What follows belongs to an exercise in optimizing a design on an open flow for small area, a short achievable clock period and few clock cycles per item; a production flow would make more cautious choices. Where RTL was checked, it was by simulation tests only, not by an equivalence proof against the original. No functional check of the RTL was part of run 1. Power and IR drop assume default switching activity.

==> config.mk <==
export PLATFORM = sky130hd
export DESIGN_NAME = w4a8_gemm_top
export DESIGN_NICKNAME = w4a8_gemm_top
export VERILOG_FILES = /design/flow/design.v
export SDC_FILE = /design/flow/constraint.sdc
export NUM_CORES = 4
export LEC_CHECK = 0
export CAP_MARGIN = 20
export CORE_MARGIN = 2
export CORE_UTILIZATION = 40
export CTS_BUF_LIST = sky130_fd_sc_hd__clkbuf_4 sky130_fd_sc_hd__clkbuf_8
export SLEW_MARGIN = 20
==> constraint.sdc <==
create_clock -name core_clock -period 8.0 [get_ports {ap_clk}]
set_input_delay 1.6000 -clock core_clock [delete_from_list [all_inputs] [get_ports {ap_clk}]]
set_output_delay 1.6000 -clock core_clock [all_outputs]
set_load 0.01 [all_outputs]
==> design.v <==
`default_nettype none
package gemm_pkg;
  typedef logic [32-1:0] beat_t;
  typedef logic [2*4*8-1:0] a_tile_t;
  typedef logic [2*4*4-1:0] b_tile_t;
  typedef logic signed [32-1:0] res_t;
  typedef logic [2*2*32-1:0] res_tile_t;
  typedef struct packed {
    a_tile_t a;
    b_tile_t b;
  } operand_t;
  typedef enum logic [2:0] {IDLE, LOAD, COMPUTE, DRAIN, DONE} ctrl_state_t;
endpackage
`default_nettype wire
`timescale 1ns/1ps
`default_nettype none
module tile_mac_s1 (
  input  wire  [31:0] a_row,
  input  wire  [15:0] b_row,
  output wire  [47:0] part
);
  wire e0 = 1'b0 ^ b_row[0];
  wire e1 = (b_row[1] & ~b_row[0] & ~1'b0) | (~b_row[1] & b_row[0] & 1'b0);
  wire p2 = ((e0 & a_row[0])) ^ b_row[1];
  wire p3 = ((e0 & a_row[1]) | (e1 & a_row[0])) ^ b_row[1];
  wire p4 = ((e0 & a_row[2]) | (e1 & a_row[1])) ^ b_row[1];
  wire p5 = ((e0 & a_row[3]) | (e1 & a_row[2])) ^ b_row[1];
  wire p6 = ((e0 & a_row[4]) | (e1 & a_row[3])) ^ b_row[1];
  wire p7 = ((e0 & a_row[5]) | (e1 & a_row[4])) ^ b_row[1];
  wire p8 = ((e0 & a_row[6]) | (e1 & a_row[5])) ^ b_row[1];
  wire p9 = ((e0 & a_row[7]) | (e1 & a_row[6])) ^ b_row[1];
  wire p10 = ((e0 & a_row[7]) | (e1 & a_row[7])) ^ b_row[1];
  wire p11 = ~p10;
  wire e12 = b_row[1] ^ b_row[2];
  wire e13 = (b_row[3] & ~b_row[2] & ~b_row[1]) | (~b_row[3] & b_row[2] & b_row[1]);
  wire p14 = ((e12 & a_row[0])) ^ b_row[3];
  wire p15 = ((e12 & a_row[1]) | (e13 & a_row[0])) ^ b_row[3];
  wire p16 = ((e12 & a_row[2]) | (e13 & a_row[1])) ^ b_row[3];
  wire p17 = ((e12 & a_row[3]) | (e13 & a_row[2])) ^ b_row[3];
  wire p18 = ((e12 & a_row[4]) | (e13 & a_row[3])) ^ b_row[3];
  wire p19 = ((e12 & a_row[5]) | (e13 & a_row[4])) ^ b_row[3];
  wire p20 = ((e12 & a_row[6]) | (e13 & a_row[5])) ^ b_row[3];
  wire p21 = ((e12 & a_row[7]) | (e13 & a_row[6])) ^ b_row[3];
  wire p22 = ((e12 & a_row[7]) | (e13 & a_row[7])) ^ b_row[3];
  wire p23 = ~p22;
  wire e24 = 1'b0 ^ b_row[4];
  wire e25 = (b_row[5] & ~b_row[4] & ~1'b0) | (~b_row[5] & b_row[4] & 1'b0);
  wire p26 = ((e24 & a_row[8])) ^ b_row[5];
  wire p27 = ((e24 & a_row[9]) | (e25 & a_row[8])) ^ b_row[5];
  wire p28 = ((e24 & a_row[10]) | (e25 & a_row[9])) ^ b_row[5];
  wire p29 = ((e24 & a_row[11]) | (e25 & a_row[10])) ^ b_row[5];
  wire p30 = ((e24 & a_row[12]) | (e25 & a_row[11])) ^ b_row[5];
  wire p31 = ((e24 & a_row[13]) | (e25 & a_row[12])) ^ b_row[5];
  wire p32 = ((e24 & a_row[14]) | (e25 & a_row[13])) ^ b_row[5];
  wire p33 = ((e24 & a_row[15]) | (e25 & a_row[14])) ^ b_row[5];
  wire p34 = ((e24 & a_row[15]) | (e25 & a_row[15])) ^ b_row[5];
  wire p35 = ~p34;
  wire e36 = b_row[5] ^ b_row[6];
  wire e37 = (b_row[7] & ~b_row[6] & ~b_row[5]) | (~b_row[7] & b_row[6] & b_row[5]);
  wire p38 = ((e36 & a_row[8])) ^ b_row[7];
  wire p39 = ((e36 & a_row[9]) | (e37 & a_row[8])) ^ b_row[7];
  wire p40 = ((e36 & a_row[10]) | (e37 & a_row[9])) ^ b_row[7];
  wire p41 = ((e36 & a_row[11]) | (e37 & a_row[10])) ^ b_row[7];
  wire p42 = ((e36 & a_row[12]) | (e37 & a_row[11])) ^ b_row[7];
  wire p43 = ((e36 & a_row[13]) | (e37 & a_row[12])) ^ b_row[7];
  wire p44 = ((e36 & a_row[14]) | (e37 & a_row[13])) ^ b_row[7];
  wire p45 = ((e36 & a_row[15]) | (e37 & a_row[14])) ^ b_row[7];
  wire p46 = ((e36 & a_row[15]) | (e37 & a_row[15])) ^ b_row[7];
  wire p47 = ~p46;
  wire e48 = 1'b0 ^ b_row[8];
  wire e49 = (b_row[9] & ~b_row[8] & ~1'b0) | (~b_row[9] & b_row[8] & 1'b0);
  wire p50 = ((e48 & a_row[16])) ^ b_row[9];
  wire p51 = ((e48 & a_row[17]) | (e49 & a_row[16])) ^ b_row[9];
  wire p52 = ((e48 & a_row[18]) | (e49 & a_row[17])) ^ b_row[9];
  wire p53 = ((e48 & a_row[19]) | (e49 & a_row[18])) ^ b_row[9];
  wire p54 = ((e48 & a_row[20]) | (e49 & a_row[19])) ^ b_row[9];
  wire p55 = ((e48 & a_row[21]) | (e49 & a_row[20])) ^ b_row[9];
  wire p56 = ((e48 & a_row[22]) | (e49 & a_row[21])) ^ b_row[9];
  wire p57 = ((e48 & a_row[23]) | (e49 & a_row[22])) ^ b_row[9];
  wire p58 = ((e48 & a_row[23]) | (e49 & a_row[23])) ^ b_row[9];
  wire p59 = ~p58;
  wire e60 = b_row[9] ^ b_row[10];
  wire e61 = (b_row[11] & ~b_row[10] & ~b_row[9]) | (~b_row[11] & b_row[10] & b_row[9]);
  wire p62 = ((e60 & a_row[16])) ^ b_row[11];
  wire p63 = ((e60 & a_row[17]) | (e61 & a_row[16])) ^ b_row[11];
  wire p64 = ((e60 & a_row[18]) | (e61 & a_row[17])) ^ b_row[11];
  wire p65 = ((e60 & a_row[19]) | (e61 & a_row[18])) ^ b_row[11];
  wire p66 = ((e60 & a_row[20]) | (e61 & a_row[19])) ^ b_row[11];
  wire p67 = ((e60 & a_row[21]) | (e61 & a_row[20])) ^ b_row[11];
  wire p68 = ((e60 & a_row[22]) | (e61 & a_row[21])) ^ b_row[11];
  wire p69 = ((e60 & a_row[23]) | (e61 & a_row[22])) ^ b_row[11];
  wire p70 = ((e60 & a_row[23]) | (e61 & a_row[23])) ^ b_row[11];
  wire p71 = ~p70;
  wire e72 = 1'b0 ^ b_row[12];
  wire e73 = (b_row[13] & ~b_row[12] & ~1'b0) | (~b_row[13] & b_row[12] & 1'b0);
  wire p74 = ((e72 & a_row[24])) ^ b_row[13];
  wire p75 = ((e72 & a_row[25]) | (e73 & a_row[24])) ^ b_row[13];
  wire p76 = ((e72 & a_row[26]) | (e73 & a_row[25])) ^ b_row[13];
  wire p77 = ((e72 & a_row[27]) | (e73 & a_row[26])) ^ b_row[13];
  wire p78 = ((e72 & a_row[28]) | (e73 & a_row[27])) ^ b_row[13];
  wire p79 = ((e72 & a_row[29]) | (e73 & a_row[28])) ^ b_row[13];
  wire p80 = ((e72 & a_row[30]) | (e73 & a_row[29])) ^ b_row[13];
  wire p81 = ((e72 & a_row[31]) | (e73 & a_row[30])) ^ b_row[13];
  wire p82 = ((e72 & a_row[31]) | (e73 & a_row[31])) ^ b_row[13];
  wire p83 = ~p82;
  wire e84 = b_row[13] ^ b_row[14];
  wire e85 = (b_row[15] & ~b_row[14] & ~b_row[13]) | (~b_row[15] & b_row[14] & b_row[13]);
  wire p86 = ((e84 & a_row[24])) ^ b_row[15];
  wire p87 = ((e84 & a_row[25]) | (e85 & a_row[24])) ^ b_row[15];
  wire p88 = ((e84 & a_row[26]) | (e85 & a_row[25])) ^ b_row[15];
  wire p89 = ((e84 & a_row[27]) | (e85 & a_row[26])) ^ b_row[15];
  wire p90 = ((e84 & a_row[28]) | (e85 & a_row[27])) ^ b_row[15];
  wire p91 = ((e84 & a_row[29]) | (e85 & a_row[28])) ^ b_row[15];
  wire p92 = ((e84 & a_row[30]) | (e85 & a_row[29])) ^ b_row[15];
  wire p93 = ((e84 & a_row[31]) | (e85 & a_row[30])) ^ b_row[15];
  wire p94 = ((e84 & a_row[31]) | (e85 & a_row[31])) ^ b_row[15];
  wire p95 = ~p94;
  wire s96 = b_row[13] ^ b_row[1] ^ b_row[5];
  wire c97 = (b_row[13] & b_row[1]) | (b_row[5] & (b_row[13] ^ b_row[1]));
  wire s98 = b_row[9] ^ s96 ^ p2;
  wire c99 = (b_row[9] & s96) | (p2 & (b_row[9] ^ s96));
  wire s100 = c97 ^ p27 ^ p3;
  wire c101 = (c97 & p27) | (p3 & (c97 ^ p27));
  wire s102 = b_row[11] ^ b_row[15] ^ b_row[3];
  wire c103 = (b_row[11] & b_row[15]) | (b_row[3] & (b_row[11] ^ b_row[15]));
  wire s104 = b_row[7] ^ s102 ^ p14;
  wire c105 = (b_row[7] & s102) | (p14 & (b_row[7] ^ s102));
  wire s106 = p28 ^ p38 ^ p4;
  wire c107 = (p28 & p38) | (p4 & (p28 ^ p38));
  wire s108 = p52 ^ p62 ^ p76;
  wire c109 = (p52 & p62) | (p76 & (p52 ^ p62));
  wire s110 = p86 ^ c101;
  wire c111 = p86 & c101;
  wire s112 = c103 ^ p15 ^ p29;
  wire c113 = (c103 & p15) | (p29 & (c103 ^ p15));
  wire s114 = p39 ^ p5 ^ p53;
  wire c115 = (p39 & p5) | (p53 & (p39 ^ p5));
  wire s116 = p63 ^ p77 ^ p87;
  wire c117 = (p63 & p77) | (p87 & (p63 ^ p77));
  wire s118 = c105 ^ c107 ^ c109;
  wire c119 = (c105 & c107) | (c109 & (c105 ^ c107));
  wire s120 = s112 ^ s114;
  wire c121 = s112 & s114;
  wire s122 = p16 ^ p30 ^ p40;
  wire c123 = (p16 & p30) | (p40 & (p16 ^ p30));
  wire s124 = p54 ^ p6 ^ p64;
  wire c125 = (p54 & p6) | (p64 & (p54 ^ p6));
  wire s126 = p78 ^ p88 ^ c113;
  wire c127 = (p78 & p88) | (c113 & (p78 ^ p88));
  wire s128 = c115 ^ c117 ^ s122;
  wire c129 = (c115 & c117) | (s122 & (c115 ^ c117));
  wire s130 = s124 ^ c121;
  wire c131 = s124 & c121;
  wire s132 = p17 ^ p31 ^ p41;
  wire c133 = (p17 & p31) | (p41 & (p17 ^ p31));
  wire s134 = p55 ^ p65 ^ p7;
  wire c135 = (p55 & p65) | (p7 & (p55 ^ p65));
  wire s136 = p79 ^ p89 ^ c123;
  wire c137 = (p79 & p89) | (c123 & (p79 ^ p89));
  wire s138 = c125 ^ s132 ^ s134;
  wire c139 = (c125 & s132) | (s134 & (c125 ^ s132));
  wire s140 = c127 ^ c131;
  wire c141 = c127 & c131;
  wire s142 = p18 ^ p32 ^ p42;
  wire c143 = (p18 & p32) | (p42 & (p18 ^ p32));
  wire s144 = p56 ^ p66 ^ p8;
  wire c145 = (p56 & p66) | (p8 & (p56 ^ p66));
  wire s146 = p80 ^ p90 ^ c133;
  wire c147 = (p80 & p90) | (c133 & (p80 ^ p90));
  wire s148 = c135 ^ s142 ^ s144;
  wire c149 = (c135 & s142) | (s144 & (c135 ^ s142));
  wire s150 = c137 ^ s146;
  wire c151 = c137 & s146;
  wire s152 = p19 ^ p33 ^ p43;
  wire c153 = (p19 & p33) | (p43 & (p19 ^ p33));
  wire s154 = p57 ^ p67 ^ p81;
  wire c155 = (p57 & p67) | (p81 & (p57 ^ p67));
  wire s156 = p9 ^ p91 ^ c143;
  wire c157 = (p9 & p91) | (c143 & (p9 ^ p91));
  wire s158 = c145 ^ s152 ^ s154;
  wire c159 = (c145 & s152) | (s154 & (c145 ^ s152));
  wire s160 = c147 ^ s156;
  wire c161 = c147 & s156;
  wire s162 = p11 ^ p20 ^ p35;
  wire c163 = (p11 & p20) | (p35 & (p11 ^ p20));
  wire s164 = p44 ^ p59 ^ p68;
  wire c165 = (p44 & p59) | (p68 & (p44 ^ p59));
  wire s166 = p83 ^ p92 ^ c153;
  wire c167 = (p83 & p92) | (c153 & (p83 ^ p92));
  wire s168 = c155 ^ s162 ^ s164;
  wire c169 = (c155 & s162) | (s164 & (c155 ^ s162));
  wire s170 = c157 ^ s166;
  wire c171 = c157 & s166;
  wire s172 = p21 ^ p45 ^ p69;
  wire c173 = (p21 & p45) | (p69 & (p21 ^ p45));
  wire s174 = p93 ^ c163 ^ c165;
  wire c175 = (p93 & c163) | (c165 & (p93 ^ c163));
  wire s176 = s172 ^ c167;
  wire c177 = s172 & c167;
  wire s178 = 1'b1 ^ p23 ^ p47;
  wire c179 = (1'b1 & p23) | (p47 & (1'b1 ^ p23));
  wire s180 = p71 ^ p95 ^ c173;
  wire c181 = (p71 & p95) | (c173 & (p71 ^ p95));
  assign part = {1'b1, c181, c179, 1'b1, c177, s180, c175, s178, s176, c171, c169, s174, s170, c161, s168, c159, s160, c151, s158, c149, s150, c141, s148, c139, s140, s138, c129, s136, s130, s128, s126, c119, s118, s120, c111, s116, s110, s108, s106, s104, s100, c99, p75, p51, s98, p74, p50, p26};
endmodule
module tile_mac_s2 (
  input  wire  [47:0] part,
  output wire  [13:0] dot
);
  wire s0 = part[0] ^ part[1] ^ part[2];
  wire c1 = (part[0] & part[1]) | (part[2] & (part[0] ^ part[1]));
  wire s2 = part[4] ^ part[5] ^ part[6];
  wire c3 = (part[4] & part[5]) | (part[6] & (part[4] ^ part[5]));
  wire s4 = part[7] ^ c1;
  wire c5 = part[7] & c1;
  wire s6 = part[10] ^ part[11] ^ part[8];
  wire c7 = (part[10] & part[11]) | (part[8] & (part[10] ^ part[11]));
  wire s8 = part[9] ^ c3 ^ s6;
  wire c9 = (part[9] & c3) | (s6 & (part[9] ^ c3));
  wire s10 = part[12] ^ part[13] ^ part[14];
  wire c11 = (part[12] & part[13]) | (part[14] & (part[12] ^ part[13]));
  wire s12 = part[15] ^ c7 ^ s10;
  wire c13 = (part[15] & c7) | (s10 & (part[15] ^ c7));
  wire s14 = part[16] ^ part[17] ^ part[18];
  wire c15 = (part[16] & part[17]) | (part[18] & (part[16] ^ part[17]));
  wire s16 = part[19] ^ c11 ^ s14;
  wire c17 = (part[19] & c11) | (s14 & (part[19] ^ c11));
  wire s18 = part[20] ^ part[21] ^ part[22];
  wire c19 = (part[20] & part[21]) | (part[22] & (part[20] ^ part[21]));
  wire s20 = part[23] ^ c15 ^ s18;
  wire c21 = (part[23] & c15) | (s18 & (part[23] ^ c15));
  wire s22 = part[24] ^ part[25] ^ part[26];
  wire c23 = (part[24] & part[25]) | (part[26] & (part[24] ^ part[25]));
  wire s24 = part[27] ^ c19 ^ s22;
  wire c25 = (part[27] & c19) | (s22 & (part[27] ^ c19));
  wire s26 = part[28] ^ part[29] ^ part[30];
  wire c27 = (part[28] & part[29]) | (part[30] & (part[28] ^ part[29]));
  wire s28 = part[31] ^ c23 ^ s26;
  wire c29 = (part[31] & c23) | (s26 & (part[31] ^ c23));
  wire s30 = part[32] ^ part[33] ^ part[34];
  wire c31 = (part[32] & part[33]) | (part[34] & (part[32] ^ part[33]));
  wire s32 = part[35] ^ c27 ^ s30;
  wire c33 = (part[35] & c27) | (s30 & (part[35] ^ c27));
  wire s34 = part[36] ^ part[37] ^ part[38];
  wire c35 = (part[36] & part[37]) | (part[38] & (part[36] ^ part[37]));
  wire s36 = part[39] ^ c31 ^ s34;
  wire c37 = (part[39] & c31) | (s34 & (part[39] ^ c31));
  wire s38 = part[40] ^ part[41] ^ part[42];
  wire c39 = (part[40] & part[41]) | (part[42] & (part[40] ^ part[41]));
  wire s40 = part[43] ^ c35 ^ s38;
  wire c41 = (part[43] & c35) | (s38 & (part[43] ^ c35));
  wire s42 = part[44] ^ part[45] ^ part[46];
  wire c43 = (part[44] & part[45]) | (part[46] & (part[44] ^ part[45]));
  wire s44 = c39 ^ s42;
  wire c45 = c39 & s42;
  wire [13:0] row_x = {part[47], c43, s44, c37, c33, c29, c25, c21, c17, c13, c9, c5, s2, part[3]};
  wire [13:0] row_y = {1'b0, c45, c41, s40, s36, s32, s28, s24, s20, s16, s12, s8, s4, s0};
  assign dot = row_x + row_y;
endmodule
`default_nettype wire
`timescale 1ns/1ps
`default_nettype none
module w4a8_gemm_top (
  input  wire         ap_clk,
  input  wire         areset,
  input  wire         ap_start,
  input  wire         write_result,
  input  wire         a_req,
  input  wire  [31:0] a_data,
  input  wire         b_req,
  input  wire  [31:0] b_data,
  input  wire         out_ready,
  output wire         ap_idle,
  output wire         ap_done,
  output wire         ap_ready,
  output wire         a_ack,
  output wire         b_ack,
  output wire         out_valid,
  output wire  [31:0] out_data
);
  logic        run;        
  logic        done_q;
  logic        wr_q;
  logic        ack_a, ack_b;
  logic [1:0]  a_cnt;      
  logic        b_got;      
  logic [2:0]  cur;        
  logic [2:0]  sq;         
  logic [2:0]  pw;         
  logic        pv;         
  logic        ov;         
  logic [48-1:0] preg;
  logic [13:0] oreg;
  logic [31:0] areg;
  logic [31:0] breg;
  logic [48-1:0] part;
  logic [13:0] dot;
  wire xfer    = ov & out_ready;
  function automatic logic ok(input logic [2:0] w, input logic a1_in);
    ok = run & wr_q & b_got & ~w[2] & (w[1] ? (a_cnt == 2'd2 | a1_in) : (a_cnt == 2'd1));
  endfunction
  wire load    = run & wr_q & pv & (pw == cur) & (~ov | out_ready);
  wire [2:0] cur_n = cur + {2'b0, load};
  wire take_a  = run & a_req & ~ack_a &
                 (a_cnt == 2'd0 | (a_cnt == 2'd1 & (~wr_q | cur[1] | (cur[0] & load))));
  wire sq_ok   = ok(sq, take_a);
  wire [2:0] sq_n  = (sq_ok & (sq == cur_n)) ? cur_n + 3'd1 : cur_n;
  wire take_b  = run & b_req & ~ack_b & ~b_got;
  wire tiles   = (a_cnt == 2'd2) & ~ack_a & b_got & ~ack_b;
  wire fin     = run & tiles & (~wr_q | (cur[2] & (~ov | out_ready)));
  tile_mac_s1 mac_s1 (
    .a_row ((sq[1] & (a_cnt == 2'd1)) ? a_data : areg),
    .b_row (sq[0] ? breg[31:16] : breg[15:0]),
    .part  (part)
  );
  tile_mac_s2 mac_s2 (
    .part  (preg),
    .dot   (dot)
  );
  always_ff @(posedge ap_clk) begin
    if (areset) begin
      run    <= 1'b0;
      done_q <= 1'b0;
      wr_q   <= 1'b0;
      ack_a  <= 1'b0;
      ack_b  <= 1'b0;
      a_cnt  <= '0;
      b_got  <= 1'b0;
      cur    <= '0;
      sq     <= '0;
      pw     <= '0;
      pv     <= 1'b0;
      ov     <= 1'b0;
    end else begin
      done_q <= fin;
      if (~run) begin
        if (ap_start & ~done_q) begin
          run   <= 1'b1;
          wr_q  <= write_result;
          a_cnt <= '0;
          b_got <= 1'b0;
          cur   <= '0;
          sq    <= '0;
        end
      end else if (fin) begin
        run <= 1'b0;
      end
      if (take_a) begin
        ack_a <= 1'b1;
        a_cnt <= a_cnt + 2'd1;
      end else if (~a_req) begin
        ack_a <= 1'b0;
      end
      if (take_b) begin
        ack_b <= 1'b1;
        b_got <= 1'b1;
      end else if (~b_req) begin
        ack_b <= 1'b0;
      end
      if (run) begin
        cur  <= cur_n;
        sq   <= sq_n;
      end
      pw   <= sq;
      pv   <= sq_ok;
      if (load) begin
        ov   <= 1'b1;
      end else if (xfer) begin
        ov   <= 1'b0;
      end
    end
  end
  always_ff @(posedge ap_clk) begin
    if (take_a) areg <= a_data;
    if (take_b) breg <= b_data;
    preg <= part;
    if (load)   oreg <= dot;
  end
  assign ap_idle   = ~run;
  assign ap_done   = done_q;
  assign ap_ready  = done_q;
  assign a_ack     = ack_a;
  assign b_ack     = ack_b;
  assign out_valid = ov;
  assign out_data  = {{18{oreg[13]}}, oreg};
endmodule
`default_nettype wire
==> flow/run.sh <==
#!/bin/bash
set -euo pipefail
D=$PWD
SETUP_MARGIN=${SETUP_MARGIN:-5}
bash standard.sh synth > synth.log 2>&1
make -C "$FLOW_HOME" DESIGN_CONFIG=$D/config.mk WORK_HOME=$D/orfs CLKGATE_MAP_FILE= \
  SYNTH_SCRIPT=$D/synth_recipe.tcl \
  BUFFER_PORTS_ARGS="-buffer_cell sky130_fd_sc_hd__buf_2" \
  CTS_ARGS="-sink_clustering_enable -repair_clock_nets -dont_use_dummy_load -buf_list {sky130_fd_sc_hd__clkbuf_4 sky130_fd_sc_hd__clkbuf_8}" \
  SETUP_SLACK_MARGIN=$SETUP_MARGIN finish > layout.log 2>&1
R=$D/orfs/results/sky130hd/w4a8_gemm_top/base
: # left out here: write the final layout as DEF
==> standard.sh <==
#!/bin/bash
# synth_recipe.tcl (not shown) runs the flow's synth.tcl, then flattens the netlist and writes it again
# the make line also repeats each setting of config.mk as NAME=value (left out here)
make -C /OpenROAD-flow-scripts/flow DESIGN_CONFIG=/design/flow/config.mk WORK_HOME=/design/flow/orfs CLKGATE_MAP_FILE= SYNTH_SCRIPT=/design/flow/synth_recipe.tcl "${@:-finish}"
==> impl_metrics.ini, run 1 <==
[critical_path]
worstSetupStartpoint = a_data[5]
path_cells = buf_8 > mux2i_4 > maj3_2 > nand2_1 > o211ai_1 > fa_2 > fa_2 > inv_2 > ha_4
cpMostUsedCell = fa_2
cp.depth = 9
path_max_fanout = 4
cp_top_family = adder cells
reg2reg_to = mac_s2.part[35]
endpoint = mac_s2.part[35]
crit_required_ns = 8.35
cp-end-kind = flop
r2r_start = a_cnt[1]
rr_worst_depth = 12
crit_type = in2reg
arrival_ns = 3.50
r2r_setup_slack_ns = 4.97
crit_buf_inv = 2
cp_slowest_cell = fa_2
worst_path_largest_cell_delay_ns = 0.54
startpoint_type = primary input

[pwr]
power_density_nw_per_um2 = 261
p_leak_nw = 4.55
ir_worst_vdd_uv = 249

[global_route]
grt_pass1_vias = 6111
grt_first_pass_wirelength_um = 33400
gr-total-overflow = 0
grt_usage_pct = 18.2
antenna_found_initial = 0
grt_max_degree = 28

[timing]
layout_setup_ws_ns = 4.85
tns_ns = 0
finalCriticalPeriod_ns = 3.15
relSlewSlack_pct = 49.4
drv_slew = 0
rsz0062_at_grt = true
final-hold-violation-count = 0
setup_viol = 0
max_freq_mhz = 317
finalClockSkew_ns = 0.0275
worst_pin_slew_ns = 0.744
post-route-period-util_pct = 39.4

[clock_tree]
clk_path_buf_depth = 2
cts.clk_slew.worst_paths_ns = 0.08
cts_root_buffer = clkbuf_8
cts_num_sinks = 143
cts_tree = done
cts_buffers = 17
hold_buffers = 0
cts_max_level = 4
clock_latency_ns = 0.45

[place]
port_buffers = 108
place_congestion = 0.858
dp.final_hpwl_um = 15200
dp_slack_ns = 3.90
dp.cells = 1165

[floorplan]
die_w_um = 154
core_area_um2 = 22000
ios = 109
start_util_pct = 41.1
fp.dieH_um = 154
dieArea_um2 = 23800
rows = 54

[status]
outcome = finished clean

[synthesis]
ys_types = 65
ys_async_sr_fraction_pct = 0
synth_nets = 968
synth_edf_count = 78
yosysWarnings = 1
synth-main-ff-cell = edfxtp_1
syn_avg_cell_area_um2 = 11.1
netlist_area_um2 = 9030
ys_ff_latch = 143
yosysSeqAreaShare_pct = 40.4
synthCells = 811

[finish]
area_delta_synth_final_pct = 27.4
final-instance-count-excl-fill = 1233
diodes = 0
drive_above_1_share_pct = 38.2
nNetsFinal = 1112

[job]
cap_violations = 0

[detailed_routing]
first_pass_iters = 5
wl_per_cell_um = 17.4
antenna_left = 0
first_iter_violations = 455
vias_per_cell = 5.32
drcViolationCount = 0
routed_wirelength_um = 21500
vias = 6564

[min_path]
hp-class = reg2reg
-- cell type report --
type	instances	area (µm²)
fill	1949	10500
multi-input combinational	524	5640
sequential	143	3650
timing repair buffer	166	1220
inverter	102	394
tap	280	350
clock buffer	17	234
timing repair inverter	1	7.51
-- worst min-delay path by stage --
stage,startpoint,endpoint,depth (start not counted)
6_report,sq[2],pw[2],1
5_1_grt,sq[2],pw[2],1
4_1_cts,sq[2],pw[2],1
3_5_place_dp,sq[2],pw[2],1
3_3_place_gp,sq[2],pw[2],1
2_1_floorplan,sq[2],pw[2],1
-- through the flow --
stage	hold WS, ns	cell area [µm²]	power (mW)	utilization (%)
after detailed placement	0.477	10100	2.28	46.2
after CTS	0.490	11000	2.78	50.0
after global placement	0.472	10100	2.26	46.2
after floorplan	0.452	9490	2.00	-
final	0.489	11500	3.01	52.4
after global routing	0.505	11500	3.27	52.4
-- Yosys cell counts, types with 7 or more instances --
library cell / number / area [µm²]
a21oi_1: 47 / 235
a22oi_1: 12 / 90.1
buf_2: 11 / 55.1
buf_4: 20 / 150
dfxtp_1: 65 / 1300
edfxtp_1: 78 / 2340
fa_1: 55 / 1100
ha_1: 31 / 388
inv_1: 98 / 368
maj3_1: 13 / 130
mux2_2: 9 / 101
mux2i_1: 57 / 571
mux2i_4: 8 / 180
nand2_1: 36 / 135
nand3_1: 9 / 45.0
nor2_1: 38 / 143
nor3_1: 10 / 50.1
o211ai_1: 8 / 60.1
o21ai_0: 25 / 125
o221ai_1: 7 / 61.3
o22a_1: 7 / 61.3
o22ai_1: 36 / 225
xnor2_1: 29 / 254
xor2_1: 7 / 61.3
-- placed cells by master, fill, tap and decap left out, types with 9 or more instances in the layout --
| cell | Yosys | layout |
|---|---|---|
| buf_2 | 11 | 99 |
| inv_1 | 98 | 85 |
| edfxtp_1 | 78 | 78 |
| dfxtp_1 | 65 | 63 |
| buf_4 | 20 | 43 |
| mux2i_4 | 8 | 38 |
| a21oi_1 | 47 | 38 |
| nor2_1 | 38 | 37 |
| fa_1 | 55 | 37 |
| nand2_1 | 36 | 33 |
| o22ai_1 | 36 | 27 |
| xnor2_1 | 29 | 26 |
| mux2i_1 | 57 | 25 |
| fa_2 | 0 | 18 |
| clkbuf_8 | 0 | 17 |
| inv_2 | 4 | 14 |
| o21ai_0 | 25 | 14 |
| ha_1 | 31 | 14 |
| ha_4 | 0 | 14 |
| nand3_1 | 9 | 9 |
| a21oi_2 | 0 | 9 |
| o22ai_2 | 0 | 9 |
| maj3_2 | 0 | 9 |
| buf_6 | 4 | 9 |
| buf_12 | 1 | 9 |
-- timing repair --
action	CTS	global route
endpoints found under the setup margin	80	33
setup buffers	30	18
endpoints found under the hold margin	0	0
gates resized for setup	58	73
gates cloned	2	1
pin swaps	24	33
-- state kept, by name (all words and copies together) (netlist names) --
register     cells
run              1
ack_b            1
pv               1
oreg            14
pw               3
done_q           1
cur              3
ack_a            1
b_got            1
areg            32
mac_s2.part     46
a_cnt            2
ov               1
wr_q             1
breg            32
sq               3
-- report_power, final --
| group | internal [mW] | switching [mW] |
|---|---|---|
| Clock | 0.187 | 0.234 |
| Combinational | 0.763 | 0.864 |
| Sequential | 0.926 | 0.0318 |
| Total | 1.88 | 1.13 |
-- cells by family (layout without fill, tap and decap cells) --
group	after synthesis	count (layout)	synth area share (%)
XOR/XNOR	37	37	3.67
flip-flops	143	143	40.4
adder cells (fa/ha/maj)	99	99	17.9
AND/OR/NAND/NOR	125	125	6.68
multiplexers	80	80	10.4
buffers and inverters	144	286	7.61
AO/OA/AOI/OAI	183	183	13.4
-- routing by layer --
metal | global-route usage [%] | wire (µm) | vias up | part of all wire (%)
met2 | 28.9 | 10300 | 199 | 48
met1 | 25.5 | 9730 | 3192 | 45
met4 | 5.38 | 354 | 0 | 1.7
met3 | 3.53 | 1040 | 15 | 4.9
li1 | - | - | 3158 | -
met5 | 0 | 0 | - | 0
==> run 2, diff against run 1 <==
--- a/design.v
+++ b/design.v
@@ -296,20 +296,20 @@
   logic [48-1:0] part;
   logic [13:0] dot;
   wire xfer    = ov & out_ready;
-  function automatic logic ok(input logic [2:0] w, input logic a1_in);
-    ok = run & wr_q & b_got & ~w[2] & (w[1] ? (a_cnt == 2'd2 | a1_in) : (a_cnt == 2'd1));
+  function automatic logic ok(input logic [2:0] w);
+    ok = run & wr_q & b_got & ~w[2] & (w[1] ? (a_cnt == 2'd2) : (a_cnt == 2'd1));
   endfunction
   wire load    = run & wr_q & pv & (pw == cur) & (~ov | out_ready);
   wire [2:0] cur_n = cur + {2'b0, load};
+  wire sq_ok   = ok(sq);
+  wire [2:0] sq_n  = (sq_ok & (sq == cur_n)) ? cur_n + 3'd1 : cur_n;
   wire take_a  = run & a_req & ~ack_a &
                  (a_cnt == 2'd0 | (a_cnt == 2'd1 & (~wr_q | cur[1] | (cur[0] & load))));
-  wire sq_ok   = ok(sq, take_a);
-  wire [2:0] sq_n  = (sq_ok & (sq == cur_n)) ? cur_n + 3'd1 : cur_n;
   wire take_b  = run & b_req & ~ack_b & ~b_got;
   wire tiles   = (a_cnt == 2'd2) & ~ack_a & b_got & ~ack_b;
   wire fin     = run & tiles & (~wr_q | (cur[2] & (~ov | out_ready)));
   tile_mac_s1 mac_s1 (
-    .a_row ((sq[1] & (a_cnt == 2'd1)) ? a_data : areg),
+    .a_row (areg),
     .b_row (sq[0] ? breg[31:16] : breg[15:0]),
     .part  (part)
   );
--- a/flow/run.sh
+++ b/flow/run.sh
@@ -1,7 +1,7 @@
 #!/bin/bash
 set -euo pipefail
 D=$PWD
-SETUP_MARGIN=${SETUP_MARGIN:-5}
+SETUP_MARGIN=${SETUP_MARGIN:-5.4}
 bash standard.sh synth > synth.log 2>&1
 make -C "$FLOW_HOME" DESIGN_CONFIG=$D/config.mk WORK_HOME=$D/orfs CLKGATE_MAP_FILE= \
   SYNTH_SCRIPT=$D/synth_recipe.tcl \
==> run 2 against run 1 <==
Hold slack gained 0.031 ns. Clock-buffer cell count stayed put. Maximum frequency increased by 5.9%. Cell count fell by 3.6%. Clock power increased by 1%. Wire length down 5.2%. Largest power group unchanged. Utilization increased by 3.0 points. Register-to-register slack better by 0.06 ns. First-iteration DRC count fell by 41%.
==> impl_metrics.ini, run 2 <==
[synthesis]
synth-main-ff-cell = edfxtp_1
ys_types = 51
ys_async_sr_fraction_pct = 0
syn_avg_cell_area_um2 = 11.8
synth_nets = 873
synth_edf_count = 78
synth_common_cells = 92 x inv_1, 78 x edfxtp_1, 65 x dfxtp_1
yosysWarnings = 1
yosysSeqAreaShare_pct = 43.3
synth.most_common_cell = inv_1
synth_area_leader_cell = edfxtp_1
ys_ff_latch = 143
netlist_top_cells_area = edfxtp_1 28%, dfxtp_1 15%, fa_1 13%
synthCells = 716
netlist_area_um2 = 8420
synth_top_area_share_pct = 27.8

[finish]
finalInstanceArea_um2 = 11500
register_area_um2 = 3660
multi_input_area_um2 = 5160
final_common_cell = buf_2
most-common-layout-cells = 107 x buf_2, 78 x edfxtp_1, 72 x inv_1
drive_above_1_share_pct = 46.8
nNetsFinal = 1073
area_delta_synth_final_pct = 36.8
largest_reg_flops = 46
fill_cells = 1761
diodes = 0

[detailed_routing]
first_pass_iters = 4
antenna_left = 0
first_iter_violations = 268
routed_wirelength_um = 20300
wl_per_cell_um = 17.1
drcViolationCount = 0
vias_per_cell = 4.93
vias = 5859

[clock_tree]
cts_root_buffer = clkbuf_8
cts_buffers = 17
hold_buffers = 0
cts_tree = done
clock_latency_ns = 0.46
clk_path_buf_depth = 2
cts_max_level = 4
cts.clk_slew.worst_paths_ns = 0.09
cts_num_sinks = 143

[critical_path]
path_max_fanout = 6
cpMostUsedCell = buf_12
startpoint_type = primary input
arrival_ns = 3.20
crit_type = in2reg
crit_required_ns = 8.22
cp_slowest_cell = or3b_4
cp_top_family = simple AND/OR/NAND/NOR gates
worst_path_largest_cell_delay_ns = 0.41
path_cells = buf_6 > nand2b_4 > nor2b_4 > ha_4 > or3b_4 > a21oi_4 > nor3_4 > buf_12 > buf_12 > clkbuf_16
crit_buf_inv = 4
cp-end-kind = flop

[timing]
layout_setup_ws_ns = 5.02
worst_pin_slew_ns = 0.540
post-route-period-util_pct = 37.2
tns_ns = 0
relSlewSlack_pct = 63.0
drv_slew = 0
final-hold-violation-count = 0
finalCriticalPeriod_ns = 2.98
rsz0062_at_grt = true
setup_viol = 0
finalClockSkew_ns = 0.0316
max_freq_mhz = 336

[floorplan]
dieArea_um2 = 22200
core_area_um2 = 20800
ios = 109
die_w_um = 149
start_util_pct = 40.5
rows = 53
fp.dieH_um = 149

[job]
cap_violations = 0

[global_route]
grt_max_degree = 23
met1_usage_pct = 24.5
grt_pass1_vias = 5783
use_met3_pct = 3.30
gr-total-overflow = 0
antenna_found_initial = 0
use_met2_pct = 30.9
grt_first_pass_wirelength_um = 31100
top_usage_layer = met2
grt_usage_pct = 18.4

[pwr]
power.total_mw = 3.28
power_density_nw_per_um2 = 285
ir_worst_vdd_uv = 241
p_leak_nw = 4.70

[place]
dp_slack_ns = 3.97
dp.final_hpwl_um = 13400
port_buffers = 108
dpl-instance-area_um2 = 9440
place_congestion = 0.827

[status]
outcome = finished clean

[min_path]
hp-class = reg2reg
-- run 2: cell count changes after synthesis, moves of 8 or more --
cell      delta
o22ai_1     -36
a21oi_1     -17
a22oi_1     +14
a22o_1      +12
maj3_1      -12
xnor2_1     -11
a221oi_1    +10
nand2_1     -10
nor2b_1     +10
mux2_2       +8
-- run 2: worst paths after layout --
kind	start	to	slack, ns	cells after the start
setup reg to reg	sq[0]	mac_s2.part[35]	5.03	12
hold / removal	sq[1]	sq[1]	0.52	2
hold reg to reg	sq[1]	sq[1]	0.52	2
setup / recovery	out_ready	areg[7]	5.02	10
-- run 2: power breakdown --
group	internal [mW]	switching (mW)
logic	0.956	0.938
clock network	0.187	0.239
registers	0.924	0.0390
-- run 2: timing repair --
action / in CTS / in global routing
pin swaps: 64 / 48
setup buffers: 77 / 22
gates resized for setup: 150 / 69
gates cloned: 4 / 1
endpoints found under the setup margin: 128 / 105
-- run 2: cells by family (layout without fill, tap and decap cells) --
| kind of cell | count (synthesis) | count (layout) | synth area share [%] |
|---|---|---|---|
| AOI/OAI and AO/OA | 138 | 138 | 11.1 |
| and+or+nand+nor | 113 | 113 | 7.04 |
| xor gates and xnor gates | 27 | 27 | 2.81 |
| adders and majority gates | 87 | 87 | 17.8 |
| muxes | 78 | 78 | 10.9 |
| buffers and inverters | 130 | 328 | 7.03 |
| DFF | 143 | 143 | 43.3 |
-- run 2: routing by layer --
| layer | routed length (µm) | part of all wire (%) | up-vias |
|---|---|---|---|
| met4 | 247 | 1.2 | 0 |
| met1 | 9230 | 45 | 2823 |
| met2 | 10100 | 50 | 137 |
| li1 | - | - | 2881 |
| met3 | 732 | 3.6 | 18 |
| met5 | 0 | 0 | - |
-- run 2: worst reg2reg max path: cells and delay by family, from the launching register on --
family          cells  cell delay, ns
fa+ha+maj           3            1.18
buf+inv             4            0.48
flops               1            0.40
compound gates      1            0.22
simple gates        2            0.20
mux                 2            0.40
-- run 2: per-stage QoR --
stage	cells	hold slack, ns	utilization (%)
3_5_place_dp	1068	0.501	45.3
3_3_place_gp	1068	0.495	45.3
4_1_cts	1166	0.509	53.0
6_report	1189	0.521	55.3
2_1_floorplan	716	0.452	-
5_1_grt	1189	0.548	55.3
-- run 2: cell type report --
type                    instances  share of cell area [%]
clock buffers                  17                    2.03
inverters                      96                    3.40
multi-input cells             443                    44.8
flip-flops and latches        143                    31.8
well taps                     275                    2.99
repair buffers                215                    15.0
Testbench counts of run 2, summed over its fixed seeds: cycles 31,250, jobs 3,200.
==> run 3, diff against run 2 <==
--- a/flow/run.sh
+++ b/flow/run.sh
@@ -1,7 +1,7 @@
 #!/bin/bash
 set -euo pipefail
 D=$PWD
-SETUP_MARGIN=${SETUP_MARGIN:-5.4}
+SETUP_MARGIN=${SETUP_MARGIN:-5.15}
 bash standard.sh synth > synth.log 2>&1
 make -C "$FLOW_HOME" DESIGN_CONFIG=$D/config.mk WORK_HOME=$D/orfs CLKGATE_MAP_FILE= \
   SYNTH_SCRIPT=$D/synth_recipe.tcl \
==> run 3 against run 2 <==
Still clean. Via count down 4.6%. Sequential power about the same. Wire length down 11%. Total power down 4.9%. Critical endpoint is now sq[1]. Largest power group unchanged.
==> impl_metrics.ini, run 3 <==
[floorplan]
fp.dieH_um = 149
start_util_pct = 40.5
ios = 109
die_w_um = 149
core_area_um2 = 20800
rows = 53
dieArea_um2 = 22200

[min_path]
worstHoldPathCells = 2
hp-class = reg2reg

[clock_tree]
clk_path_buf_depth = 2
cts_max_level = 4
cts_tree = done
cts_buffers = 17
cts_root_buffer = clkbuf_8
cts.clk_slew.worst_paths_ns = 0.07
clock_latency_ns = 0.46
hold_buffers = 0
cts_num_sinks = 143

[synthesis]
synthCells = 716
synth-main-ff-cell = edfxtp_1
synth_common_cells = 92 x inv_1, 78 x edfxtp_1, 65 x dfxtp_1
ys_async_sr_fraction_pct = 0
yosysWarnings = 1
netlist_area_um2 = 8420
synth.most_common_cell = inv_1
netlist_top_cells_area = edfxtp_1 28%, dfxtp_1 15%, fa_1 13%
synth_edf_count = 78
ys_ff_latch = 143
synth_top_area_share_pct = 27.8
synth_area_leader_cell = edfxtp_1
yosysSeqAreaShare_pct = 43.3
ys_types = 51
syn_avg_cell_area_um2 = 11.8
synth_nets = 873

[timing]
finalClockSkew_ns = 0.0345
worst_pin_slew_ns = 0.548
max_freq_mhz = 337
post-route-period-util_pct = 37.1
rsz0062_at_grt = true
drv_slew = 0
finalCriticalPeriod_ns = 2.97
relSlewSlack_pct = 62.5
tns_ns = 0
setup_viol = 0
worst_hold_slack_ns = 0.499
final-hold-violation-count = 0

[place]
dp.cells = 1067
port_buffers = 108
place_congestion = 0.856
dp.final_hpwl_um = 13400

[finish]
postLayoutCoreUtil_pct = 49.8
most-common-layout-cells = 108 x buf_2, 86 x inv_1, 78 x edfxtp_1
drive_above_1_share_pct = 35.1
final-instance-count-excl-fill = 1133
fill_cells = 1894
area_delta_synth_final_pct = 23.1
nNetsFinal = 1017
largest_reg_flops = 46
final_common_cell = buf_2
diodes = 0

[critical_path]
startpoint_type = primary input
path_cells = buf_6 > nand2b_4 > nor2b_4 > ha_4 > ha_4 > or3b_4 > a211oi_4 > o21ai_2 > mux2i_1 > o21ai_1
crit_required_ns = 8.32
rr_worst_depth = 10
path_max_fanout = 2
cp-end-kind = flop
cp_slowest_cell = or3b_4
crit_type = in2reg
worst_path_largest_cell_delay_ns = 0.38
arrival_ns = 3.29
cpMostUsedCell = ha_4

[detailed_routing]
routed_wirelength_um = 18100
antenna_left = 0
vias = 5590
first_pass_iters = 5
wl_per_cell_um = 16.0
drcViolationCount = 0
vias_per_cell = 4.93
first_iter_violations = 247

[global_route]
gr-total-overflow = 0
grt_pass1_vias = 5385
grt_max_degree = 30
grt_first_pass_wirelength_um = 28300
antenna_found_initial = 0
grt_usage_pct = 16.7

[pwr]
ir_worst_vdd_uv = 278
power.total_mw = 3.12
power_density_nw_per_um2 = 301
p_leak_nw = 4.29

[job]
cap_violations = 0

[status]
outcome = finished clean
[run 3: cell counts after synthesis]
Identical to the previous run, type by type.
[run 3: report_power, final]
group / switching, mW / internal, mW / total (mW)
sequential: 0.0367 / 0.923 / 0.960
combinational: 0.881 / 0.861 / 1.74
clock: 0.234 / 0.187 / 0.421
total: 1.15 / 1.97 / 3.12
[run 3: worst max-delay path, delay by kind of cell]
kind / cells / cell delay (ns)
buf+inv: 1 / 0.09
mux: 1 / 0.16
simple gates: 3 / 0.64
fa+ha+maj: 2 / 0.37
compound gates: 3 / 0.43
[run 3: cells by family after synthesis]
logic type      after synthesis  synth area share, %
simple gates                113                 7.04
flops                       143                 43.3
xor+xnor                     27                 2.81
buf+inv                     130                 7.03
mux                          78                 10.9
fa+ha+maj                    87                 17.8
compound gates              138                 11.1
[run 3: stage by stage]
step / instance area (µm²) / setup slack [ns]
floorplan: 8530 / 4.25
global placement: 9200 / 4.08
detailed placement: 9200 / 4.04
CTS: 9950 / 5.06
global route: 10400 / 5.02
finish: 10400 / 5.03
[run 3: timing repair]
| item | CTS | global route |
|---|---|---|
| endpoints found under the setup margin | 103 | 44 |
| cloned | 0 | 1 |
| pin swaps | 17 | 27 |
| setup buffers | 31 | 17 |
| gates resized for setup | 50 | 69 |
[run 3: layout make-up]
cell class / instances / area, µm² / area share (%)
flip-flops and latches: 143 / 3650 / 35.2
multi-input cells: 443 / 4740 / 45.7
clock buffers: 17 / 234 / 2.26
inverters: 96 / 372 / 3.58
well taps: 275 / 344 / 3.32
repair buffers: 159 / 1020 / 9.89
[run 3: final timing paths]
kind                         from        to  slack (ns)
setup / recovery        out_ready     sq[1]        5.03
setup reg to reg  mac_s2.part[11]  oreg[10]        5.15
hold reg to reg             sq[2]     sq[2]        0.50
hold / removal              sq[2]     sq[2]        0.50
[run 3: per-layer routing]
layer | up-vias | GRT usage (%) | routed length, µm
li1 | 2772 | - | -
met1 | 2667 | 23.0 | 8440
met2 | 141 | 27.0 | 8800
met3 | 10 | 3.70 | 752
met4 | 0 | 3.86 | 125
met5 | - | 0 | 0
==> run 4, diff against run 3 <==
--- a/flow/run.sh
+++ b/flow/run.sh
@@ -1,7 +1,7 @@
 #!/bin/bash
 set -euo pipefail
 D=$PWD
-SETUP_MARGIN=${SETUP_MARGIN:-5.15}
+SETUP_MARGIN=${SETUP_MARGIN:-5}
 bash standard.sh synth > synth.log 2>&1
 make -C "$FLOW_HOME" DESIGN_CONFIG=$D/config.mk WORK_HOME=$D/orfs CLKGATE_MAP_FILE= \
   SYNTH_SCRIPT=$D/synth_recipe.tcl \
==> run 4 against run 3 <==
Maximum frequency down 1.3%. Largest power group unchanged. Hold slack improved by 0.0073 ns. First-iteration DRC count fell by 1.6%. Sequential power hardly changed. Cell count decreased by 1.1%. Critical path type unchanged.
==> impl_metrics.ini, run 4 <==
[floorplan]
core_area_um2 = 20800
rows = 53
dieArea_um2 = 22200
ios = 109
die_w_um = 149
start_util_pct = 40.5
fp.dieH_um = 149

[synthesis]
ys_async_sr_fraction_pct = 0
synth_top_area_share_pct = 27.8
synthCells = 716
netlist_area_um2 = 8420
synth_common_cells = 92 x inv_1, 78 x edfxtp_1, 65 x dfxtp_1
netlist_top_cells_area = edfxtp_1 28%, dfxtp_1 15%, fa_1 13%
ys_ff_latch = 143
syn_avg_cell_area_um2 = 11.8
synth_area_leader_cell = edfxtp_1
ys_types = 51
yosysWarnings = 1
synth_edf_count = 78
yosysSeqAreaShare_pct = 43.3
synth_nets = 873
synth-main-ff-cell = edfxtp_1
synth.most_common_cell = inv_1

[detailed_routing]
first_iter_violations = 243
vias_per_cell = 4.94
drcViolationCount = 0
vias = 5538
antenna_left = 0
routed_wirelength_um = 17800
wl_per_cell_um = 15.9
first_pass_iters = 5

[clock_tree]
clk_path_buf_depth = 2
cts_num_sinks = 143
cts.clk_slew.worst_paths_ns = 0.09
cts_tree = done
cts_root_buffer = clkbuf_8
cts_max_level = 4
cts_buffers = 17
clock_latency_ns = 0.46

[timing]
worst_pin_slew_ns = 0.624
setup_viol = 0
max_freq_mhz = 333
relSlewSlack_pct = 58.4
final-hold-violation-count = 0
post-route-period-util_pct = 37.6
finalCriticalPeriod_ns = 3.01
finalClockSkew_ns = 0.0295
worst_hold_slack_ns = 0.506
tns_ns = 0
drv_slew = 0
rsz0062_at_grt = true

[pwr]
switching_power_mw = 1.08
p_leak_nw = 4.14
p_comb_share_pct = 52.3
seqPwrFrac_pct = 33.1
internal-power_mw = 1.82
ir_worst_vdd_uv = 213
power_density_nw_per_um2 = 292
p_sw_share_pct = 37.2
power.total_mw = 2.90
clkPwrFrac_pct = 14.6

[place]
dp.final_hpwl_um = 13300
place_congestion = 0.836
port_buffers = 108
dpl-instance-area_um2 = 9180

[finish]
multi_input_area_um2 = 4470
diodes = 0
register_area_um2 = 3650
area_delta_synth_final_pct = 17.9
most-common-layout-cells = 107 x buf_2, 92 x inv_1, 78 x edfxtp_1
drive_above_1_share_pct = 29.1
fill_cells = 1937
final_common_cell = buf_2
postLayoutCoreUtil_pct = 47.7
largest_reg_flops = 46
finalInstanceArea_um2 = 9930
nNetsFinal = 1004

[global_route]
gr-total-overflow = 0
grt_max_degree = 32
grt_usage_pct = 16.4
grt_first_pass_wirelength_um = 27800
grt_pass1_vias = 5318
antenna_found_initial = 0

[critical_path]
arrival_ns = 3.36
r2r_setup_slack_ns = 5.02
cp-end-kind = flop
startpoint_type = primary input
crit_type = in2reg
path_max_fanout = 3
crit_required_ns = 8.36

[min_path]
hp-class = reg2reg

[job]
cap_violations = 0

[status]
outcome = finished clean
[run 4: path summary, 6_finish.rpt]
kind / start / end / cells after the start
worst max-delay path: out_ready / sq[1] / 10
worst min-delay path: sq[2] / sq[2] / 2
worst max register to register: sq[0] / mac_s2.part[39] / 7
worst min register to register: sq[2] / sq[2] / 2
[run 4: what timing repair did]
item                                    in CTS  in global routing
gates cloned                                 0                  1
resized for setup                           14                 42
hold buffers                                 0                  0
endpoints found under the setup margin      73                 33
pin swaps                                    1                 17
buffers inserted                            12                 23
[run 4: logic make-up after synthesis]
| group | after synthesis | share of synthesized area (%) |
|---|---|---|
| flip-flops | 143 | 43.3 |
| AO/OA/AOI/OAI | 138 | 11.1 |
| multiplexers | 78 | 10.9 |
| buffers and inverters | 130 | 7.03 |
| adder cells (fa/ha/maj) | 87 | 17.8 |
| XOR/XNOR | 27 | 2.81 |
| AND/OR/NAND/NOR | 113 | 7.04 |
[run 4: worst max-delay path: stages]
cell,delay [ns]
buf_6,0.09
nand2b_4,0.13
nor2b_4,0.14
ha_4,0.16
ha_4,0.21
or3b_4,0.40
a211oi_4,0.27
o21ai_2,0.11
mux2i_1,0.16
o21ai_1,0.08
[run 4: final cells by class]
cell class                 count  share of cell area [%]
sequential                   143                    36.7
clock buffer                  17                    2.36
multi-input combinational    443                    45.0
timing repair buffer         146                    8.72
inverter                      96                    3.70
tap                          275                    3.47
[run 4: through the flow]
step / setup slack (ns) / std cells
after floorplan: 4.25 / 716
after global placement: 4.17 / 1067
after detailed placement: 4.12 / 1067
after CTS: 4.95 / 1096
after global routing: 4.95 / 1120
final: 4.99 / 1120
[run 4: power by group through the flow]
stage | registers [mW] | logic [mW] | clock network [mW]
CTS | 0.959 | 1.34 | 0.439
global placement | 0.975 | 1.24 | 0
detailed placement | 0.976 | 1.26 | 0
floorplan | 0.962 | 0.982 | 0
finish | 0.960 | 1.52 | 0.424
global route | 0.967 | 1.69 | 0.470
[run 4: metal layers]
layer	routed length, µm	global-route usage (%)	up-vias	share of wire, %
met5	0	0	-	0
met3	750	4.04	16	4.2
li1	-	-	2741	-
met1	8440	22.7	2639	47
met2	8430	25.7	142	47
met4	196	4.57	0	1.1
==> run 5, diff against run 4 <==
==> flow/run.sh (replaced) <==
#!/bin/bash
set -euo pipefail
D=$PWD
SETUP_MARGIN=${SETUP_MARGIN:-5}
bash standard.sh synth > synth.log 2>&1
make -C "$FLOW_HOME" DESIGN_CONFIG=$D/config.mk WORK_HOME=$D/orfs CLKGATE_MAP_FILE= \
  SYNTH_SCRIPT=$D/synth_recipe.tcl \
  BUFFER_PORTS_ARGS="-buffer_cell sky130_fd_sc_hd__buf_1" \
  CTS_ARGS="-sink_clustering_enable -repair_clock_nets -dont_use_dummy_load -buf_list {sky130_fd_sc_hd__clkbuf_4 sky130_fd_sc_hd__clkbuf_8}" \
  SETUP_SLACK_MARGIN=$SETUP_MARGIN finish > layout.log 2>&1
R=$D/orfs/results/sky130hd/w4a8_gemm_top/base
: # left out here: write the final layout as DEF
--- a/config.mk
+++ b/config.mk
@@ -7,6 +7,6 @@
 export LEC_CHECK = 0
 export CAP_MARGIN = 20
 export CORE_MARGIN = 2
-export CORE_UTILIZATION = 40
+export CORE_UTILIZATION = 55
 export CTS_BUF_LIST = sky130_fd_sc_hd__clkbuf_4 sky130_fd_sc_hd__clkbuf_8
 export SLEW_MARGIN = 20
==> run 5 against run 4 <==
Critical path depth did not move. Total power rose by 0.84%. Sequential share of layout area rose by 0.32 points. Synthesized cell count did not move. Highest routed layer unchanged. Wire length fell by 2.1%. Critical path type unchanged. Still clean. Die area fell by 27%. Flip-flop and latch count did not move.
==> impl_metrics.ini, run 5 <==
[critical_path]
reg2reg_to = mac_s2.part[22]
cp_slowest_cell = or3b_4
startpoint_type = primary input
cpMostUsedCell = ha_4
rr_worst_depth = 10
worst_path_largest_cell_delay_ns = 0.40
arrival_ns = 3.41
cp-end-kind = flop
endpoint = sq[0]
cp_top_family = simple AND/OR/NAND/NOR gates
r2r_start = sq[0]
r2r_setup_slack_ns = 4.99
crit_required_ns = 8.38
crit_buf_inv = 1
cp.depth = 10
crit_type = in2reg
path_max_fanout = 4
path_cells = buf_1 > nand2b_4 > nor2b_4 > ha_4 > ha_4 > or3b_4 > a211oi_4 > o21ai_2 > xor2_1 > o21ai_1
worstSetupStartpoint = out_ready

[pwr]
power_density_nw_per_um2 = 297
p_leak_nw = 3.90
ir_worst_vdd_uv = 207

[synthesis]
muxShareOfSynthArea_pct = 10.9
synth_top_area_share_pct = 27.8
synth_area_leader_cell = edfxtp_1
synth.most_common_cell = inv_1
synthCells = 716
ys_async_sr_fraction_pct = 0
synth_top_family_by_area = adder cells
synth-compound-area-share_pct = 11.1
synth_edf_count = 78
synth_common_cells = 92 x inv_1, 78 x edfxtp_1, 65 x dfxtp_1
synth-main-ff-cell = edfxtp_1
syn_avg_cell_area_um2 = 11.8
netlist_area_um2 = 8420
yosys.area_share.simple_pct = 7.04
netlist_top_cells_area = edfxtp_1 28%, dfxtp_1 15%, fa_1 13%
ys_types = 51
yosysWarnings = 1
synth_fa_ha_area_share_pct = 17.8
yosysSeqAreaShare_pct = 43.3
synth_nets = 873
ys_ff_latch = 143
synth_xor_area_share_pct = 2.81

[timing]
final-hold-violation-count = 0
finalCriticalPeriod_ns = 3.03
relSlewSlack_pct = 50.4
finalClockSkew_ns = 0.0239
drv_slew = 0
rsz0062_at_grt = true
max_freq_mhz = 330
setup_viol = 0
tns_ns = 0
post-route-period-util_pct = 37.9
worst_pin_slew_ns = 0.744

[floorplan]
core_area_um2 = 15100
rows = 45
ios = 109
fp.dieH_um = 128
start_util_pct = 55.8
die_w_um = 128
dieArea_um2 = 16300

[clock_tree]
clock_latency_ns = 0.45
cts_root_buffer = clkbuf_8
cts_num_sinks = 143
cts_max_level = 4
cts.clk_slew.worst_paths_ns = 0.08
cts_tree = done
cts_buffers = 17
clk_path_buf_depth = 2
hold_buffers = 0

[detailed_routing]
vias = 5567
first_iter_violations = 281
first_pass_iters = 5
wl_per_cell_um = 16.9
vias_per_cell = 5.38
antenna_left = 0
routed_wirelength_um = 17400
drcViolationCount = 0

[finish]
drive_above_1_share_pct = 17.9
postLayoutCoreUtil_pct = 65.2
largest_reg_flops = 46
area_delta_synth_final_pct = 16.8
diodes = 0
nNetsFinal = 1006
most-common-layout-cells = 108 x buf_1, 92 x inv_1, 78 x edfxtp_1
final_common_cell = buf_1

[global_route]
antenna_found_initial = 0
grt_max_degree = 36
grt_usage_pct = 21.9
grt_first_pass_wirelength_um = 27200
grt_pass1_vias = 5369
gr-total-overflow = 0

[place]
dp.final_hpwl_um = 13000
port_buffers = 108
place_congestion = 0.884

[status]
outcome = finished clean

[min_path]
hp-class = reg2reg

[job]
cap_violations = 0
-- run 5: where the power goes --
group / internal [mW] / switching (mW) / leakage [nW] / total, mW
clock: 0.187 / 0.226 / 0.122 / 0.412
sequential: 0.923 / 0.0388 / 1.26 / 0.961
combinational: 0.728 / 0.822 / 2.52 / 1.55
total: 1.84 / 1.09 / 3.90 / 2.92
-- run 5: worst min-delay path, stage by stage (launching register included) --
cell and delay [ns]:
dfxtp_1 0.35, nand2_1 0.07, o21ai_1 0.05
-- run 5: cell type report --
cell class              instances  area (µm²)
clock buffers                  17         234
fillers                      1211        5250
inverters                      96         370
multi-input cells             443        4590
flip-flops and latches        143        3650
well taps                     188         235
repair buffers                148         758
-- run 5: through the flow --
stage	setup slack, ns	hold WS, ns	instance area, µm²	instances	power, mW
final	4.97	0.524	9840	1035	2.92
after global routing	4.90	0.552	9840	1035	3.15
after CTS	4.97	0.514	9310	1008	2.68
after detailed placement	4.21	0.502	8930	980	2.20
after global placement	4.29	0.496	8930	980	2.17
after floorplan	4.25	0.452	8500	716	1.94
-- run 5: worst min path at each step --
| stage | startpoint | end | slack (ns) | cells past startpoint |
|---|---|---|---|---|
| floorplan | sq[2] | sq[2] | 0.45 | 2 |
| global placement | ov | ov | 0.50 | 2 |
| global route | mac_s2.part[3] | oreg[0] | 0.55 | 1 |
| CTS | ov | ov | 0.51 | 2 |
| finish | sq[2] | sq[2] | 0.52 | 2 |
| detailed placement | ov | ov | 0.50 | 2 |
-- run 5: cell families (layout without fill, tap and decap cells) --
family	Yosys count	after routing
mux	78	78
compound gates	138	138
buf+inv	130	261
flops	143	143
fa+ha+maj	87	87
xor+xnor	27	27
simple gates	113	113
-- run 5: what timing repair did --
action | in CTS | in global routing
pin swaps | 3 | 20
hold endpoints to repair | 0 | 0
setup buffers | 11 | 27
endpoints found under the setup margin | 79 | 43
gates cloned | 0 | 0
gates resized for setup | 16 | 60
-- run 5: layer usage --
layer	vias up	global-route usage, %	routed length (µm)	share of wire, %
met4	0	7.95	383	2.2
met5	-	0	0	0
met2	142	37.7	8610	49
met1	2654	27.5	7780	45
li1	2744	-	-	-
met3	27	4.67	668	3.8
==> run 6, diff against run 5 <==
--- a/design.v
+++ b/design.v
@@ -299,12 +299,19 @@
   function automatic logic ok(input logic [2:0] w);
     ok = run & wr_q & b_got & ~w[2] & (w[1] ? (a_cnt == 2'd2) : (a_cnt == 2'd1));
   endfunction
-  wire load    = run & wr_q & pv & (pw == cur) & (~ov | out_ready);
-  wire [2:0] cur_n = cur + {2'b0, load};
+  wire ld_rdy  = run & wr_q & pv & (pw == cur);
+  wire o_free  = ~ov | out_ready;
+  wire load    = ld_rdy & o_free;
+  wire [2:0] cur_p1 = cur + 3'd1;
+  wire [2:0] cur_p2 = cur + 3'd2;
+  wire [2:0] cur_n  = load ? cur_p1 : cur;
   wire sq_ok   = ok(sq);
-  wire [2:0] sq_n  = (sq_ok & (sq == cur_n)) ? cur_n + 3'd1 : cur_n;
-  wire take_a  = run & a_req & ~ack_a &
-                 (a_cnt == 2'd0 | (a_cnt == 2'd1 & (~wr_q | cur[1] | (cur[0] & load))));
+  wire [2:0] sq_n0  = (sq_ok & (sq == cur))    ? cur_p1 : cur;
+  wire [2:0] sq_n1  = (sq_ok & (sq == cur_p1)) ? cur_p2 : cur_p1;
+  wire [2:0] sq_n   = load ? sq_n1 : sq_n0;
+  wire a_free  = (a_cnt == 2'd0) | ((a_cnt == 2'd1) & (~wr_q | cur[1]));
+  wire a_free1 = (a_cnt == 2'd1) & cur[0] & ld_rdy;
+  wire take_a  = run & a_req & ~ack_a & (a_free | (a_free1 & o_free));
   wire take_b  = run & b_req & ~ack_b & ~b_got;
   wire tiles   = (a_cnt == 2'd2) & ~ack_a & b_got & ~ack_b;
   wire fin     = run & tiles & (~wr_q | (cur[2] & (~ov | out_ready)));
==> flow/run.sh (replaced) <==
#!/bin/bash
set -euo pipefail
D=$PWD
SETUP_MARGIN=${SETUP_MARGIN:-5}
bash standard.sh synth > synth.log 2>&1
make -C "$FLOW_HOME" DESIGN_CONFIG=$D/config.mk WORK_HOME=$D/orfs CLKGATE_MAP_FILE= \
  SYNTH_SCRIPT=$D/synth_recipe.tcl \
  BUFFER_PORTS_ARGS="-buffer_cell sky130_fd_sc_hd__buf_2" \
  CTS_ARGS="-sink_clustering_enable -repair_clock_nets -dont_use_dummy_load -buf_list {sky130_fd_sc_hd__clkbuf_4 sky130_fd_sc_hd__clkbuf_8}" \
  SETUP_SLACK_MARGIN=$SETUP_MARGIN finish > layout.log 2>&1
R=$D/orfs/results/sky130hd/w4a8_gemm_top/base
: # left out here: write the final layout as DEF
--- a/config.mk
+++ b/config.mk
@@ -7,6 +7,6 @@
 export LEC_CHECK = 0
 export CAP_MARGIN = 20
 export CORE_MARGIN = 2
-export CORE_UTILIZATION = 55
+export CORE_UTILIZATION = 40
 export CTS_BUF_LIST = sky130_fd_sc_hd__clkbuf_4 sky130_fd_sc_hd__clkbuf_8
 export SLEW_MARGIN = 20
==> run 6 against run 5 <==
Flip-flop and latch count unchanged. First-iteration DRC count grew 3.9%. Still clean. Highest routed layer unchanged. Synthesized cell count increased by 3.2%. Clock-buffer cell count is the same. Combinational power down 19%.
==> impl_metrics.ini, run 6 <==
[finish]
final-instance-count-excl-fill = 1119
area_delta_synth_final_pct = 18.9
multi_input_area_um2 = 4420
diodes = 0
drive_above_1_share_pct = 27.6
most-common-layout-cells = 108 x buf_2, 89 x inv_1, 78 x edfxtp_1
fill_cells = 1838
register_area_um2 = 3650
postLayoutCoreUtil_pct = 48.6
final_common_cell = buf_2
nNetsFinal = 1006
largest_reg_flops = 46

[synthesis]
synth_area_leader_cell = edfxtp_1
netlist_area_um2 = 8270
syn_avg_cell_area_um2 = 11.2
ys_async_sr_fraction_pct = 0
synth_common_cells = 92 x inv_1, 78 x edfxtp_1, 65 x dfxtp_1
synth_edf_count = 78
netlist_top_cells_area = edfxtp_1 28%, dfxtp_1 16%, fa_1 13%
yosysSeqAreaShare_pct = 44.1
synth-main-ff-cell = edfxtp_1
synthCells = 739
synth_nets = 894
synth.most_common_cell = inv_1
ys_types = 51
synth_top_area_share_pct = 28.3
ys_ff_latch = 143
yosysWarnings = 1

[global_route]
grt_pass1_vias = 5231
grt_first_pass_wirelength_um = 27300
antenna_found_initial = 0
gr-total-overflow = 0
grt_usage_pct = 16.3
grt_max_degree = 37

[timing]
setup_viol = 0
post-route-period-util_pct = 38.0
drv_slew = 0
worst_pin_slew_ns = 0.646
rsz0062_at_grt = true
layout_setup_ws_ns = 4.96
final-hold-violation-count = 0
tns_ns = 0
max_freq_mhz = 329
finalClockSkew_ns = 0.0224
finalCriticalPeriod_ns = 3.04
relSlewSlack_pct = 55.8

[floorplan]
fp.dieH_um = 148
ios = 109
start_util_pct = 40.9
core_area_um2 = 20200
rows = 52
die_w_um = 148
dieArea_um2 = 21800

[place]
dp.cells = 1075
port_buffers = 108
dp.final_hpwl_um = 13100
place_congestion = 0.858
dp_slack_ns = 4.49

[detailed_routing]
vias = 5538
vias_per_cell = 4.95
drcViolationCount = 0
wl_per_cell_um = 15.8
routed_wirelength_um = 17700
first_pass_iters = 5
antenna_left = 0
first_iter_violations = 292

[pwr]
power_density_nw_per_um2 = 269
ir_worst_vdd_uv = 177
p_leak_nw = 4.12
power.total_mw = 2.65

[clock_tree]
cts_tree = done
cts_root_buffer = clkbuf_8
cts_buffers = 17
cts.clk_slew.worst_paths_ns = 0.07
hold_buffers = 0
cts_num_sinks = 143
clock_latency_ns = 0.45
cts_max_level = 4
clk_path_buf_depth = 2

[critical_path]
rr_worst_depth = 11
crit_type = reg2reg
path_max_fanout = 3
worstSetupStartpoint = mac_s2.part[8]
crit_required_ns = 8.20
reg2reg_to = oreg[11]
r2r_setup_slack_ns = 4.96
cp-end-kind = flop
startpoint_type = flop
r2r_start = mac_s2.part[8]
arrival_ns = 3.24

[min_path]
worstHoldPathCells = 2
hp-class = reg2reg
whs_endpoint = ov
hold_start = ov

[job]
cap_violations = 0

[status]
outcome = finished clean
run 6: cell types whose count changed in the layout (fill, tap and decap cells not counted), sizes merged, moves of 3 or more:
cell / change
nor2: +19
buf: -11
mux2: -10
xnor2: +6
nor2b: -5
o21ai: +4
inv: -3
o21a: -3
or3: +3
run 6: stage by stage:
| step | cell area (µm²) | hold slack, ns |
|---|---|---|
| after floorplan | 8380 | 0.486 |
| after global placement | 9030 | 0.493 |
| after detailed placement | 9030 | 0.500 |
| after CTS | 9500 | 0.512 |
| after global routing | 9830 | 0.545 |
| final | 9830 | 0.505 |
run 6: metal layers:
metal | vias to the layer above | track usage, % | share of wire, %
met5 | - | 0 | 0
met3 | 20 | 2.81 | 3.6
met4 | 0 | 5.34 | 1.5
met2 | 138 | 24.8 | 46
li1 | 2748 | - | -
met1 | 2632 | 23.6 | 49
run 6: what timing repair did:
item	CTS	global route
cloned	0	1
setup buffers	11	15
pin swaps	5	7
endpoints found under the setup margin	40	33
resized for setup	46	46
hold endpoints to repair	0	0
run 6: worst max path at each step:
stage | endpoint | slack, ns | depth (start not counted)
after global placement | mac_s2.part[29] | 4.52 | 8
after CTS | oreg[11] | 4.95 | 11
after global routing | oreg[11] | 4.83 | 11
after floorplan | breg[0] | 4.85 | 1
final | oreg[11] | 4.96 | 11
after detailed placement | mac_s2.part[29] | 4.49 | 8
run 6: logic make-up after synthesis:
family	share of synthesized area (%)
AOI/OAI and AO/OA	11.0
xor gates and xnor gates	3.39
adders and majority gates	18.1
buffers and inverters	7.29
DFF	44.1
muxes	8.71
and+or+nand+nor	7.46
run 6: final cells by class:
| cell class | instances | share of cell area [%] |
|---|---|---|
| sequential | 143 | 37.1 |
| multi-input combinational | 456 | 44.9 |
| clock buffer | 17 | 2.38 |
| timing repair buffer | 138 | 8.35 |
| tap | 270 | 3.44 |
| inverter | 95 | 3.77 |
run 6: worst max-delay path, cell delays in order, from the launching register on:
cell and delay, ns:
dfxtp_2 0.33, inv_2 0.04, fa_1 0.52, inv_1 0.05, fa_1 0.47, ha_4 0.19
a211oi_2 0.19, o21ai_1 0.12, a2111o_1 0.33, a221oi_2 0.27, o21ai_1 0.12, xor2_1 0.15
run 6: power by group:
group | switching (mW) | internal, mW
clock network | 0.232 | 0.187
logic | 0.658 | 0.605
registers | 0.0407 | 0.923
total | 0.931 | 1.72
Testbench counts of run 6, summed over its fixed seeds: cycles 31,250, jobs 3,200.

[port drivers added, routing unchanged]
How much do the figures lean on ideal ports? The routed layouts below were timed once more, with nothing changed but the port constraints.
Step 1 (the two cells are an assumption about what drives the block):
set clk [get_ports {ap_clk}]
set_driving_cell -lib_cell sky130_fd_sc_hd__clkbuf_16 $clk
set_driving_cell -lib_cell sky130_fd_sc_hd__buf_2 [delete_from_list [all_inputs] $clk]
Step 2 times the ports against the registers' clock, not the clock port: input delays grow and output delays shrink by t, the midpoint of the rising clock arrivals with the driver on.
Slacks: no drivers / after step 1 / after step 2; pairs: no drivers / after step 1.
| run | shift t [ns] | slack for setup (ns) | worst setup path at the end | worst register clock-pin slew, ns |
|---|---|---|---|---|
| run 1 | 0.476 | 4.849 / 4.841 / 4.365 | input to register | 0.08 / 0.08 |
| run 2 | 0.482 | 5.024 / 5.025 / 4.551 | input to register | 0.09 / 0.09 |
| run 3 | 0.481 | 5.033 / 5.043 / 4.562 | input to register | 0.09 / 0.09 |
| run 4 | 0.483 | 4.993 / 5.000 / 4.517 | input to register | 0.09 / 0.09 |
| run 5 | 0.479 | 4.971 / 4.977 / 4.498 | input to register | 0.08 / 0.08 |
| run 6 | 0.481 | 4.964 / 4.964 / 4.873 | input to register | 0.08 / 0.08 |
After both steps setup and hold are still met in every run listed. For run 1, which loses most, drivers alone change the setup slack by -0.008 ns; drivers and shift together by -0.484 ns.
